From an optimization exercise on the open Yosys and OpenROAD flow, aimed at small area; shortcuts taken in it are not production practice. RTL that was checked went through simulation tests only; none was proved equivalent to the original. No activity file was given, so power comes from the tool's default toggle rates. The clock port is modelled as an ideal driver; clocking choices that lean on that would not hold on a real chip.

Setup of birch:
==> flow/design.v <==
package afi_phy_pkg;
	typedef logic [3-1:0] shift_t;
	typedef struct packed
	{
		logic [15-1:0] addr;
		logic [3-1:0] ba;
		logic [1-1:0] cs_n;
		logic [1-1:0] cke;
		logic [1-1:0] odt;
		logic ras_n;
		logic cas_n;
		logic we_n;
		logic rst_n;
	} afi_cmd_t;
	typedef struct packed
	{
		logic [32-1:0] wdata;
		logic [4-1:0] dm;
		logic valid;
	} afi_wr_t;
	typedef struct packed
	{
		afi_cmd_t cmd;
		logic [32-1:0] dq;
		logic [4-1:0] dm;
		logic dqs_en;
		logic oct_en;
		logic dq_oe;
	} mem_bus_t;
	localparam int AFI_CMD_W = 15 + 3 + 3 * 1 + 4;
	localparam int AFI_WR_W = 32 + 4 + 1;
	localparam int MEM_BUS_W = AFI_CMD_W + 32 + 4 + 3;
	localparam afi_cmd_t AFI_NOP = {
		15'(0),  
		3'(0),  
		{1{1'b1}},  
		1'(0),  
		1'(0),  
		1'b1,  
		1'b1,  
		1'b1,  
		1'b0  
	};
endpackage
module afi_delay_line
#(
	parameter int W = 1,
	parameter int DEPTH = 8
)
(
	input logic pll_afi_clk,
	input logic [DEPTH-1:0] sel,
	input logic [W-1:0] d,
	output logic [W-1:0] q
);
	logic [W-1:0] stage [DEPTH-1];
	logic [W-1:0] nxt;
	for (genvar b = 0; b < W; b++)
	begin : g_bit
		logic [DEPTH-1:0] taps;
		always_comb
		begin
			taps[0] = d[b];
			for (int k = 1; k < DEPTH; k++)
				taps[k] = stage[k-1][b];
		end
		afi_sel_bit #(
			.N(DEPTH)
		) u_sel (
			.sel(sel),
			.taps(taps),
			.y(nxt[b])
		);
	end
	always_ff @(posedge pll_afi_clk)
	begin
		stage[0] <= d;
		for (int i = 1; i < DEPTH - 1; i++)
			stage[i] <= stage[i-1];
		q <= nxt;
	end
endmodule
module afi_tap_sel
#(
	parameter int DEPTH = 8
)
(
	input logic reset,
	input logic [3-1:0] tap,
	input logic [3-1:0] age,
	output logic [DEPTH-1:0] sel
);
	always_comb
	begin
		for (int k = 0; k < DEPTH; k++)
			sel[k] = ~reset && (tap == 3'(k)) && (age >= 3'(k));
	end
endmodule
module afi_sel_bit
#(
	parameter int N = 8
)
(
	input logic [N-1:0] sel,
	input logic [N-1:0] taps,
	output logic y
);
	logic n0, n1;
	afi_aoi222 u_a0 (.a(sel[2:0]), .b(taps[2:0]), .y(n0));
	afi_aoi222 u_a1 (.a(sel[5:3]), .b(taps[5:3]), .y(n1));
	assign y = ~(n0 & n1) | (sel[6] & taps[6]) | (sel[7] & taps[7]);
endmodule
module afi_aoi222
(
	input logic [2:0] a,
	input logic [2:0] b,
	output logic y
);
	assign y = ~|(a & b);
endmodule
module addr_cmd_path
(
	input logic pll_afi_clk,
	input logic reset,
	input afi_phy_pkg::afi_cmd_t afi_cmd,
	input afi_phy_pkg::shift_t ac_shift,
	input afi_phy_pkg::shift_t age,
	output afi_phy_pkg::afi_cmd_t cmd
);
	logic [8-1:0] sel;
	afi_tap_sel #(
		.DEPTH(8)
	) u_sel (
		.reset(reset),
		.tap(ac_shift),
		.age(age),
		.sel(sel)
	);
	afi_delay_line #(
		.W(afi_phy_pkg::AFI_CMD_W),
		.DEPTH(8)
	) u_cmd_dly (
		.pll_afi_clk(pll_afi_clk),
		.sel(sel),
		.d(afi_cmd),
		.q(cmd)
	);
endmodule
module write_path
(
	input logic pll_afi_clk,
	input logic reset,
	input afi_phy_pkg::afi_wr_t afi_wr,
	input afi_phy_pkg::shift_t wlat,
	input afi_phy_pkg::shift_t age,
	output logic [32+4-1:0] wr_data,
	output logic dqs_en,
	output logic oct_en
);
	logic [8-1:0] sel;
	afi_phy_pkg::afi_wr_t wr_dly;
	logic wr_valid;
	logic oct_post;
	afi_tap_sel #(
		.DEPTH(8)
	) u_sel (
		.reset(reset),
		.tap(wlat),
		.age(age),
		.sel(sel)
	);
	afi_delay_line #(
		.W(afi_phy_pkg::AFI_WR_W),
		.DEPTH(8)
	) u_wr_dly (
		.pll_afi_clk(pll_afi_clk),
		.sel(sel),
		.d(afi_wr),
		.q(wr_dly)
	);
	always_ff @(posedge pll_afi_clk)
	begin
		wr_data <= {wr_dly.wdata, wr_dly.dm};
		if (reset)
		begin
			wr_valid <= 1'b0;
			oct_post <= 1'b0;
		end
		else
		begin
			wr_valid <= wr_dly.valid;
			oct_post <= wr_valid;
		end
	end
	assign dqs_en = wr_dly.valid | wr_valid;
	assign oct_en = dqs_en | oct_post;
endmodule
module phy_regs
(
	input logic pll_afi_clk,
	input logic reset,
	input logic [8-1:0] paddr,
	input logic psel,
	input logic penable,
	input logic pwrite,
	input logic [32-1:0] pwdata,
	output logic [32-1:0] prdata,
	output logic pready,
	output logic pslverr,
	output afi_phy_pkg::shift_t ac_shift,
	output afi_phy_pkg::shift_t wlat,
	output logic mem_stable,
	output logic mem_clk_disable,
	output logic [8-1:0] calib_skip_steps
);
	logic addr_hit;
	logic access;
	assign pready = 1'b1;
	assign access = psel & penable;
	always_comb
	begin
		prdata = '0;
		addr_hit = 1'b1;
		case (paddr)
			8'('h0):
				prdata[1:0] = {mem_clk_disable, mem_stable};
			8'('h4):
			begin
				prdata[3-1:0] = ac_shift;
				prdata[4 +: 3] = wlat;
			end
			8'('h8):
				prdata[8-1:0] = calib_skip_steps;
			default:
				addr_hit = 1'b0;
		endcase
	end
	assign pslverr = access & ~addr_hit;
	always_ff @(posedge pll_afi_clk)
	begin
		if (reset)
		begin
			mem_stable <= 1'b0;
			mem_clk_disable <= 1'b0;
			ac_shift <= '0;
			wlat <= '0;
			calib_skip_steps <= '1;
		end
		else if (access && pwrite)
		begin
			case (paddr)
				8'('h0):
				begin
					mem_stable <= pwdata[0];
					mem_clk_disable <= pwdata[1];
				end
				8'('h4):
				begin
					ac_shift <= pwdata[3-1:0];
					wlat <= pwdata[4 +: 3];
				end
				8'('h8):
					calib_skip_steps <= pwdata[8-1:0];
				default:
					;
			endcase
		end
	end
endmodule
module mem_out_stage
(
	input logic pll_afi_clk,
	input logic reset,
	input afi_phy_pkg::afi_cmd_t cmd,
	input logic mem_stable,
	input logic [32+4-1:0] wr_data,
	input logic dqs_en,
	input logic oct_en,
	input logic mem_clk_disable,
	output afi_phy_pkg::mem_bus_t mem,
	output logic mem_ck_en
);
	logic dq_en;
	always_ff @(posedge pll_afi_clk)
	begin
		if (reset || !mem_stable)
			mem.cmd <= afi_phy_pkg::AFI_NOP;
		else
			mem.cmd <= cmd;
	end
	always_ff @(posedge pll_afi_clk)
		{mem.dq, mem.dm} <= wr_data;
	always_ff @(posedge pll_afi_clk)
	begin
		if (reset)
		begin
			dq_en <= 1'b0;
			mem.oct_en <= 1'b0;
			mem_ck_en <= 1'b1;
		end
		else
		begin
			dq_en <= dqs_en;
			mem.oct_en <= oct_en;
			mem_ck_en <= ~mem_clk_disable;
		end
	end
	assign mem.dqs_en = dq_en;
	assign mem.dq_oe = dq_en;
endmodule
module afi_phy_top
(
	input logic pll_afi_clk,
	input logic reset,
	input logic [afi_phy_pkg::AFI_CMD_W-1:0] afi_cmd,
	input logic [afi_phy_pkg::AFI_WR_W-1:0] afi_wr,
	input logic [8-1:0] paddr,
	input logic psel,
	input logic penable,
	input logic pwrite,
	input logic [32-1:0] pwdata,
	output logic [32-1:0] prdata,
	output logic pready,
	output logic pslverr,
	output logic [afi_phy_pkg::MEM_BUS_W-1:0] mem,
	output logic mem_ck_en,
	output logic [8-1:0] calib_skip_steps
);
	afi_phy_pkg::shift_t ac_shift;
	afi_phy_pkg::shift_t wlat;
	logic mem_stable;
	logic mem_clk_disable;
	afi_phy_pkg::afi_cmd_t ac_cmd;
	afi_phy_pkg::shift_t age;
	logic [32+4-1:0] wr_data;
	logic dqs_en;
	logic oct_en;
	phy_regs u_regs (
		.pll_afi_clk(pll_afi_clk),
		.reset(reset),
		.paddr(paddr),
		.psel(psel),
		.penable(penable),
		.pwrite(pwrite),
		.pwdata(pwdata),
		.prdata(prdata),
		.pready(pready),
		.pslverr(pslverr),
		.ac_shift(ac_shift),
		.wlat(wlat),
		.mem_stable(mem_stable),
		.mem_clk_disable(mem_clk_disable),
		.calib_skip_steps(calib_skip_steps)
	);
	always_ff @(posedge pll_afi_clk)
	begin
		if (reset)
			age <= '0;
		else if (age != '1)
			age <= age + 3'(1);
	end
	addr_cmd_path u_ac (
		.pll_afi_clk(pll_afi_clk),
		.reset(reset),
		.afi_cmd(afi_cmd),
		.ac_shift(ac_shift),
		.age(age),
		.cmd(ac_cmd)
	);
	write_path u_wr (
		.pll_afi_clk(pll_afi_clk),
		.reset(reset),
		.afi_wr(afi_wr),
		.wlat(wlat),
		.age(age),
		.wr_data(wr_data),
		.dqs_en(dqs_en),
		.oct_en(oct_en)
	);
	mem_out_stage u_out (
		.pll_afi_clk(pll_afi_clk),
		.reset(reset),
		.cmd(ac_cmd),
		.mem_stable(mem_stable),
		.wr_data(wr_data),
		.dqs_en(dqs_en),
		.oct_en(oct_en),
		.mem_clk_disable(mem_clk_disable),
		.mem(mem),
		.mem_ck_en(mem_ck_en)
	);
endmodule
clock: 5.0 ns
lec_check: 0
cap_margin: 20
core_margin: 2
core_utilization: 70
cts_cluster_diameter: 100
cts_cluster_size: 30
slew_margin: 20
synth_hierarchical: 1
synth_minimum_keep_size: 0
standard.sh (not shown) runs the stock make flow with config.mk's settings and CLKGATE_MAP_FILE= SYNTH_SCRIPT=/design/flow/synth_recipe.tcl, a recipe that flattens the netlist after the stock synthesis.
==> flow/flow/run.sh <==
#!/bin/bash
# Standard ORFS layout, with the port buffers made of the smallest buffer
# cell instead of the one buffer_ports picks by default.
set -euo pipefail
bash standard.sh "BUFFER_PORTS_ARGS=-buffer_cell sky130_fd_sc_hd__buf_1" finish > standard_make.log 2>&1
[inputs] pine vs birch
diff --git a/flow/design.v b/flow/design.v
--- a/flow/design.v
+++ b/flow/design.v
@@ -272,7 +272,7 @@
 	input logic pll_afi_clk,
 	input logic reset,
 	input afi_phy_pkg::afi_cmd_t cmd,
-	input logic mem_stable,
+	input logic cmd_hold,
 	input logic [32+4-1:0] wr_data,
 	input logic dqs_en,
 	input logic oct_en,
@@ -282,12 +282,7 @@
 );
 	logic dq_en;
 	always_ff @(posedge pll_afi_clk)
-	begin
-		if (reset || !mem_stable)
-			mem.cmd <= afi_phy_pkg::AFI_NOP;
-		else
-			mem.cmd <= cmd;
-	end
+		mem.cmd <= cmd_hold ? afi_phy_pkg::AFI_NOP : cmd;
 	always_ff @(posedge pll_afi_clk)
 		{mem.dq, mem.dm} <= wr_data;
 	always_ff @(posedge pll_afi_clk)
@@ -331,6 +326,7 @@
 	logic mem_stable;
 	logic mem_clk_disable;
 	afi_phy_pkg::afi_cmd_t ac_cmd;
+	logic cmd_hold;
 	afi_phy_pkg::shift_t age;
 	logic [32+4-1:0] wr_data;
 	logic dqs_en;
@@ -359,6 +355,7 @@
 		else if (age != '1)
 			age <= age + 3'(1);
 	end
+	assign cmd_hold = reset | ~mem_stable;
 	addr_cmd_path u_ac (
 		.pll_afi_clk(pll_afi_clk),
 		.reset(reset),
@@ -381,7 +378,7 @@
 		.pll_afi_clk(pll_afi_clk),
 		.reset(reset),
 		.cmd(ac_cmd),
-		.mem_stable(mem_stable),
+		.cmd_hold(cmd_hold),
 		.wr_data(wr_data),
 		.dqs_en(dqs_en),
 		.oct_en(oct_en),
Findings:
- Any difference in final area between pine and birch is small enough to ignore.
- Overall power essentially unchanged between birch and pine.
- STATUS worst hold slack: pine loses against birch
- Fraction of the cycle the final worst path needs in pine vs birch: up 1.3 points
- On chip width, birch and pine are basically level.
The RTL of pine was laid out without a check of its function.

* * *

afi_phy_top, a different RTL version from the one above (not shown whole).
Size in the first run: roughly 1000 cells after synthesis, ~620 flip-flops, ~210 I/O pins, about 0.016 mm² of cells after synthesis.
==> module afi_tap_sel, before the edit <==
module afi_tap_sel
#(
	parameter int DEPTH = 8
)
(
	input logic [3-1:0] tap,
	input logic [DEPTH-1:0] ok,
	output logic [DEPTH-1:0] sel
);
	for (genvar k = 0; k < DEPTH; k++)
	begin : g_sel
		afi_tap_dec #(
			.K(k)
		) u_dec (
			.tap(tap),
			.ok(ok[k]),
			.sel(sel[k])
		);
	end
endmodule
==> module afi_tap_dec, before the edit <==
module afi_tap_dec
#(
	parameter int K = 0
)
(
	input logic [3-1:0] tap,
	input logic ok,
	output logic sel
);
	assign sel = ok && (tap == 3'(K));
endmodule
==> module addr_cmd_path, before the edit <==
module addr_cmd_path
(
	input logic pll_afi_clk,
	input logic reset,
	input afi_phy_pkg::afi_cmd_t afi_cmd,
	input afi_phy_pkg::shift_t ac_shift,
	input logic [8-1:0] tap_ok,
	output afi_phy_pkg::afi_cmd_t cmd
);
	logic [8-1:0] sel;
	afi_tap_sel #(
		.DEPTH(8)
	) u_sel (
		.tap(ac_shift),
		.ok(tap_ok),
		.sel(sel)
	);
	afi_delay_line #(
		.W(afi_phy_pkg::AFI_CMD_W),
		.DEPTH(8)
	) u_cmd_dly (
		.pll_afi_clk(pll_afi_clk),
		.sel(sel),
		.d(afi_cmd),
		.q(cmd)
	);
endmodule
==> module write_path, before the edit <==
module write_path
(
	input logic pll_afi_clk,
	input logic reset,
	input afi_phy_pkg::afi_wr_t afi_wr,
	input afi_phy_pkg::shift_t wlat,
	input logic [8-1:0] tap_ok,
	output logic [32+4-1:0] wr_data,
	output logic dqs_en,
	output logic oct_en
);
	logic [8-1:0] sel;
	afi_phy_pkg::afi_wr_t wr_dly;
	logic wr_valid;
	logic oct_post;
	afi_tap_sel #(
		.DEPTH(8)
	) u_sel (
		.tap(wlat),
		.ok(tap_ok),
		.sel(sel)
	);
	afi_delay_line #(
		.W(afi_phy_pkg::AFI_WR_W),
		.DEPTH(8)
	) u_wr_dly (
		.pll_afi_clk(pll_afi_clk),
		.sel(sel),
		.d(afi_wr),
		.q(wr_dly)
	);
	always_ff @(posedge pll_afi_clk)
	begin
		wr_data <= {wr_dly.wdata, wr_dly.dm};
		if (reset)
		begin
			wr_valid <= 1'b0;
			oct_post <= 1'b0;
		end
		else
		begin
			wr_valid <= wr_dly.valid;
			oct_post <= wr_valid;
		end
	end
	assign dqs_en = wr_dly.valid | wr_valid;
	assign oct_en = dqs_en | oct_post;
endmodule
==> module afi_phy_top, before the edit <==
module afi_phy_top
(
	input logic pll_afi_clk,
	input logic reset,
	input logic [afi_phy_pkg::AFI_CMD_W-1:0] afi_cmd,
	input logic [afi_phy_pkg::AFI_WR_W-1:0] afi_wr,
	input logic [8-1:0] paddr,
	input logic psel,
	input logic penable,
	input logic pwrite,
	input logic [32-1:0] pwdata,
	output logic [32-1:0] prdata,
	output logic pready,
	output logic pslverr,
	output logic [afi_phy_pkg::MEM_BUS_W-1:0] mem,
	output logic mem_ck_en,
	output logic [8-1:0] calib_skip_steps
);
	afi_phy_pkg::shift_t ac_shift;
	afi_phy_pkg::shift_t wlat;
	logic mem_stable;
	logic mem_clk_disable;
	afi_phy_pkg::afi_cmd_t ac_cmd;
	logic cmd_hold;
	afi_phy_pkg::shift_t age;
	logic [8-1:0] tap_ok;
	logic [32+4-1:0] wr_data;
	logic dqs_en;
	logic oct_en;
	phy_regs u_regs (
		.pll_afi_clk(pll_afi_clk),
		.reset(reset),
		.paddr(paddr),
		.psel(psel),
		.penable(penable),
		.pwrite(pwrite),
		.pwdata(pwdata),
		.prdata(prdata),
		.pready(pready),
		.pslverr(pslverr),
		.ac_shift(ac_shift),
		.wlat(wlat),
		.mem_stable(mem_stable),
		.mem_clk_disable(mem_clk_disable),
		.calib_skip_steps(calib_skip_steps)
	);
	always_ff @(posedge pll_afi_clk)
	begin
		if (reset)
			age <= '0;
		else
		begin
			age[0] <= ~age[0] | (age[1] & age[2]);
			age[1] <= (age[1] ^ age[0]) | (age[1] & age[2]);
			age[2] <= age[2] | (age[1] & age[0]);
		end
	end
	assign tap_ok[0] = ~reset;
	assign tap_ok[1] = ~reset & (age[2] | age[1] | age[0]);
	assign tap_ok[2] = ~reset & (age[2] | age[1]);
	assign tap_ok[3] = ~reset & (age[2] | (age[1] & age[0]));
	assign tap_ok[4] = ~reset & age[2];
	assign tap_ok[5] = ~reset & age[2] & (age[1] | age[0]);
	assign tap_ok[6] = ~reset & age[2] & age[1];
	assign tap_ok[7] = ~reset & age[2] & age[1] & age[0];
	assign cmd_hold = reset | ~mem_stable;
	addr_cmd_path u_ac (
		.pll_afi_clk(pll_afi_clk),
		.reset(reset),
		.afi_cmd(afi_cmd),
		.ac_shift(ac_shift),
		.tap_ok(tap_ok),
		.cmd(ac_cmd)
	);
	write_path u_wr (
		.pll_afi_clk(pll_afi_clk),
		.reset(reset),
		.afi_wr(afi_wr),
		.wlat(wlat),
		.tap_ok(tap_ok),
		.wr_data(wr_data),
		.dqs_en(dqs_en),
		.oct_en(oct_en)
	);
	mem_out_stage u_out (
		.pll_afi_clk(pll_afi_clk),
		.reset(reset),
		.cmd(ac_cmd),
		.cmd_hold(cmd_hold),
		.wr_data(wr_data),
		.dqs_en(dqs_en),
		.oct_en(oct_en),
		.mem_clk_disable(mem_clk_disable),
		.mem(mem),
		.mem_ck_en(mem_ck_en)
	);
endmodule
export LEC_CHECK = 0
export CAP_MARGIN = 0
export CORE_MARGIN = 2
export CORE_UTILIZATION = 70
export CTS_CLUSTER_DIAMETER = 80
export CTS_CLUSTER_SIZE = 35
export SLEW_MARGIN = 0
export SYNTH_HIERARCHICAL = 1
export SYNTH_MINIMUM_KEEP_SIZE = 0
create_clock -name core_clock -period 5.0 [get_ports {pll_afi_clk}]
==> flow/flow/run.sh <==
#!/bin/bash
# Standard ORFS layout, with the port buffers made of the smallest buffer
# cell instead of the one buffer_ports picks by default.
set -euo pipefail
bash standard.sh "BUFFER_PORTS_ARGS=-buffer_cell sky130_fd_sc_hd__buf_1" "CTS_ARGS=-sink_clustering_enable -repair_clock_nets -sink_clustering_size 35 -sink_clustering_max_diameter 80 -dont_use_dummy_load -root_buf sky130_fd_sc_hd__clkbuf_8 -tree_buf sky130_fd_sc_hd__clkbuf_8" finish > standard_make.log 2>&1
Then changed:
--- a/flow/design.v
+++ b/flow/design.v
@@ -86,30 +86,15 @@
 )
 (
+	input logic reset,
 	input logic [3-1:0] tap,
-	input logic [DEPTH-1:0] ok,
+	input logic [3-1:0] age,
 	output logic [DEPTH-1:0] sel
 );
-	for (genvar k = 0; k < DEPTH; k++)
-	begin : g_sel
-		afi_tap_dec #(
-			.K(k)
-		) u_dec (
-			.tap(tap),
-			.ok(ok[k]),
-			.sel(sel[k])
-		);
+	always_comb
+	begin
+		for (int k = 0; k < DEPTH; k++)
+			sel[k] = ~reset && (tap == 3'(k)) && (age >= 3'(k));
 	end
 endmodule
-module afi_tap_dec
-#(
-	parameter int K = 0
-)
-(
-	input logic [3-1:0] tap,
-	input logic ok,
-	output logic sel
-);
-	assign sel = ok && (tap == 3'(K));
-endmodule
 module afi_sel_bit
 #(
@@ -140,5 +125,5 @@
 	input afi_phy_pkg::afi_cmd_t afi_cmd,
 	input afi_phy_pkg::shift_t ac_shift,
-	input logic [8-1:0] tap_ok,
+	input afi_phy_pkg::shift_t age,
 	output afi_phy_pkg::afi_cmd_t cmd
 );
@@ -147,6 +132,7 @@
 		.DEPTH(8)
 	) u_sel (
+		.reset(reset),
 		.tap(ac_shift),
-		.ok(tap_ok),
+		.age(age),
 		.sel(sel)
 	);
@@ -167,5 +153,5 @@
 	input afi_phy_pkg::afi_wr_t afi_wr,
 	input afi_phy_pkg::shift_t wlat,
-	input logic [8-1:0] tap_ok,
+	input afi_phy_pkg::shift_t age,
 	output logic [32+4-1:0] wr_data,
 	output logic dqs_en,
@@ -179,6 +165,7 @@
 		.DEPTH(8)
 	) u_sel (
+		.reset(reset),
 		.tap(wlat),
-		.ok(tap_ok),
+		.age(age),
 		.sel(sel)
 	);
@@ -371,5 +358,4 @@
 	logic cmd_hold;
 	afi_phy_pkg::shift_t age;
-	logic [8-1:0] tap_ok;
 	logic [32+4-1:0] wr_data;
 	logic dqs_en;
@@ -403,12 +389,4 @@
 		end
 	end
-	assign tap_ok[0] = ~reset;
-	assign tap_ok[1] = ~reset & (age[2] | age[1] | age[0]);
-	assign tap_ok[2] = ~reset & (age[2] | age[1]);
-	assign tap_ok[3] = ~reset & (age[2] | (age[1] & age[0]));
-	assign tap_ok[4] = ~reset & age[2];
-	assign tap_ok[5] = ~reset & age[2] & (age[1] | age[0]);
-	assign tap_ok[6] = ~reset & age[2] & age[1];
-	assign tap_ok[7] = ~reset & age[2] & age[1] & age[0];
 	assign cmd_hold = reset | ~mem_stable;
 	addr_cmd_path u_ac (
@@ -417,5 +395,5 @@
 		.afi_cmd(afi_cmd),
 		.ac_shift(ac_shift),
-		.tap_ok(tap_ok),
+		.age(age),
 		.cmd(ac_cmd)
 	);
@@ -425,5 +403,5 @@
 		.afi_wr(afi_wr),
 		.wlat(wlat),
-		.tap_ok(tap_ok),
+		.age(age),
 		.wr_data(wr_data),
 		.dqs_en(dqs_en),
Result: Total power hardly moves. Sequential share of layout area went down by 0.50 points. Global-route usage drops by 0.23 points. Count of clock-buffer cells in the layout does not change. First-iteration DRC count falls by 9.5%. Sequential cell count stays the same. Worst setup slack gets worse by 13 ps. Register-to-register slack is better by 90 ps. Combinational power is higher by about 3%. Final area increases by 0.69%. Wire length falls by 0.61%.

[afterwards: timing with drivers on the ports]
No port has a modelled driver above. Below, the same layouts with a new extraction and two added sets of constraints.
Step 1, drivers: a clkbuf_16 drives pll_afi_clk and a buf_2 each remaining input, both assumed.
Step 2 moves the port delays by t, midway between the first and last clock arrival at a register: inputs arrive t later, outputs are due t later. That takes back most of the time a late clock gives input paths.
Three values: ideal, step 1, step 2; two values: the first two.
| run | t, ns | setup slack, ns | worst setup path after step 2 | worst slew at a driven data input, ns | pins driven straight from the clock port |
|---|---|---|---|---|---|
| birch | 0.597 | 1.771 / 1.750 / 1.712 | input to register | 0.07 | 1 |
| pine | 0.595 | 1.708 / 1.685 / 1.685 | input to output | 0.07 | 1 |
| the first run of note 2 | 0.647 | 1.894 / 1.872 / 1.826 | input to register | 0.07 | 1 |
| the second run of note 2 | 0.644 | 1.881 / 1.857 / 1.857 | input to output | 0.07 | 1 |
After both steps setup and hold are still met in every run listed. The setup slack of the first run of note 2, which loses most, moves by -0.022 ns with the drivers and by -0.068 ns with both steps.
